Source: an optimization exercise on an open RTL-to-GDS flow (aim: a short achievable clock period and few clock cycles per item). Production flows keep margins and buffers that such runs may drop.
At most, simulation tests tie the RTL to the original design; equivalence was not proved.
Power figures rest on the tool's default switching activity, not on a simulated workload.

==> module npbea_div, before the edit <==
module npbea_div (
  input  logic                clk,
  input  logic                rst,
  input  npbea_pkg::div_req_t req,
  output npbea_pkg::div_rsp_t rsp
);
  localparam int RW = DIV_DW + 1;
  logic [RW-1:0]     rem;
  logic [DIV_QW-1:0] nlo;
  logic [DIV_QW-1:0] quo;
  logic [DIV_DW-1:0] den;
  logic [DIV_CW-1:0] cnt;
  logic              busy;
  logic              done;
  localparam int SPC = 6;
  logic [RW-1:0]     rs   [SPC+1];
  logic [DIV_QW-1:0] ns   [SPC+1];
  logic [DIV_QW-1:0] qs   [SPC+1];
  logic [RW-1:0]     trial[SPC];
  logic              fits [SPC];
  always_comb begin
    rs[0] = rem;
    ns[0] = nlo;
    qs[0] = quo;
    for (int k = 0; k < SPC; k++) begin
      trial[k] = {rs[k][DIV_DW-1:0], ns[k][DIV_QW-1]};
      fits[k]  = trial[k] >= {1'b0, den};
      rs[k+1]  = fits[k] ? (trial[k] - {1'b0, den}) : trial[k];
      ns[k+1]  = {ns[k][DIV_QW-2:0], 1'b0};
      qs[k+1]  = {qs[k][DIV_QW-2:0], fits[k]};
    end
  end
  always_ff @(posedge clk) begin
    if (rst) begin
      busy <= 1'b0;
      done <= 1'b0;
      cnt  <= '0;
    end else begin
      done <= 1'b0;
      if (req.start) begin
        busy <= 1'b1;
        cnt  <= '0;
      end else if (busy) begin
        cnt <= cnt + 1'b1;
        if (cnt == DIV_CW'(DIV_QW / SPC - 1)) begin
          busy <= 1'b0;
          done <= 1'b1;
        end
      end
    end
  end
  always_ff @(posedge clk) begin
    if (req.start) begin
      rem <= RW'(req.num[DIV_NW-1:DIV_QW]);
      nlo <= req.num[DIV_QW-1:0];
      den <= req.den;
      quo <= '0;
    end else if (busy) begin
      rem <= rs[SPC];
      nlo <= ns[SPC];
      quo <= qs[SPC];
    end
  end
  assign rsp = {busy, done, quo};
endmodule
export LEC_CHECK = 0
export CAP_MARGIN = 20
export CORE_MARGIN = 2
export CORE_UTILIZATION = 40
export SLEW_MARGIN = 20
create_clock -name core_clock -period 15.0 [get_ports {clk}]
run.sh (not shown) runs the stock make flow with config.mk's settings and CLKGATE_MAP_FILE= SYNTH_SCRIPT=/design/flow/synth_recipe.tcl, a recipe that flattens the netlist after the stock synthesis.
The baseline completed and failed the layout checks on negative setup slack.
Testbench counts at the start, summed over its fixed seeds: cycles 285,700, items 1,024.
Rerun with:
--- a/flow/design.v
+++ b/flow/design.v
@@ -81,24 +81,10 @@
   logic [DIV_CW-1:0] cnt;
   logic              busy;
   logic              done;
-  localparam int SPC = 6;
-  logic [RW-1:0]     rs   [SPC+1];
-  logic [DIV_QW-1:0] ns   [SPC+1];
-  logic [DIV_QW-1:0] qs   [SPC+1];
-  logic [RW-1:0]     trial[SPC];
-  logic              fits [SPC];
-  always_comb begin
-    rs[0] = rem;
-    ns[0] = nlo;
-    qs[0] = quo;
-    for (int k = 0; k < SPC; k++) begin
-      trial[k] = {rs[k][DIV_DW-1:0], ns[k][DIV_QW-1]};
-      fits[k]  = trial[k] >= {1'b0, den};
-      rs[k+1]  = fits[k] ? (trial[k] - {1'b0, den}) : trial[k];
-      ns[k+1]  = {ns[k][DIV_QW-2:0], 1'b0};
-      qs[k+1]  = {qs[k][DIV_QW-2:0], fits[k]};
-    end
-  end
+  logic [RW-1:0]     trial;
+  logic              fits;
+  assign trial = {rem[DIV_DW-1:0], nlo[DIV_QW-1]};
+  assign fits  = trial >= {1'b0, den};
   always_ff @(posedge clk) begin
     if (rst) begin
       busy <= 1'b0;
@@ -111,7 +97,7 @@
         cnt  <= '0;
       end else if (busy) begin
         cnt <= cnt + 1'b1;
-        if (cnt == DIV_CW'(DIV_QW / SPC - 1)) begin
+        if (cnt == DIV_CW'(DIV_QW - 1)) begin
           busy <= 1'b0;
           done <= 1'b1;
         end
@@ -125,9 +111,9 @@
       den <= req.den;
       quo <= '0;
     end else if (busy) begin
-      rem <= rs[SPC];
-      nlo <= ns[SPC];
-      quo <= qs[SPC];
+      rem <= fits ? (trial - {1'b0, den}) : trial;
+      nlo <= {nlo[DIV_QW-2:0], 1'b0};
+      quo <= {quo[DIV_QW-2:0], fits};
     end
   end
   assign rsp = {busy, done, quo};
What happened:
- With this change the flow produced a clean layout
- register-to-register slack improved by 6.3 ns
- via count fell by about a fifth
- total power shrinks by well over a third
- core utilization shrinks by 2.7 points
- clock skew came out lower by 0.015 ns
- non-clock buffer count went down by 1357
- sequential cell count is unchanged
- worst hold slack gains 0.0091 ns
- setup slack gets better by 6.3 ns
- critical path depth is lower by 49
- sequential power shrinks by a few percent
- sequential share of layout area rises by 5.7 points
- final cell count is lower by about a fifth
- final area came out lower by about a fifth
The RTL of the second run of this note was laid out without a check of its function.

## what the ideal ports hide
In the flow no input, the clock included, has a driving cell. The finished layouts below were timed again as built, in two steps. Step 1 (the two cells are an assumption about what drives the block):
set clk [get_ports {clk}]
set_driving_cell -lib_cell sky130_fd_sc_hd__clkbuf_16 $clk
set_driving_cell -lib_cell sky130_fd_sc_hd__buf_2 [delete_from_list [all_inputs] $clk]
Step 2 times the ports against the registers' clock, not the clock port: input delays grow and output delays shrink by t, the midpoint of the rising clock arrivals with the driver on. a / b / c = ideal ports / drivers / drivers and shift; a / b = the first two.
| run | shift t [ns] | setup slack, ns | hold WS [ns] | clock arrival spread, ns | pins driven straight from the clock port |
|---|---|---|---|---|---|
| the first run | 1.000 | -5.100 / -5.100 / -5.100 | 0.423 / 0.423 / 0.423 | 0.143 / 0.143 | 1 |
| the second run | 1.011 | 1.164 / 1.164 / 1.164 | 0.432 / 0.432 / 0.432 | 0.129 / 0.128 | 1 |
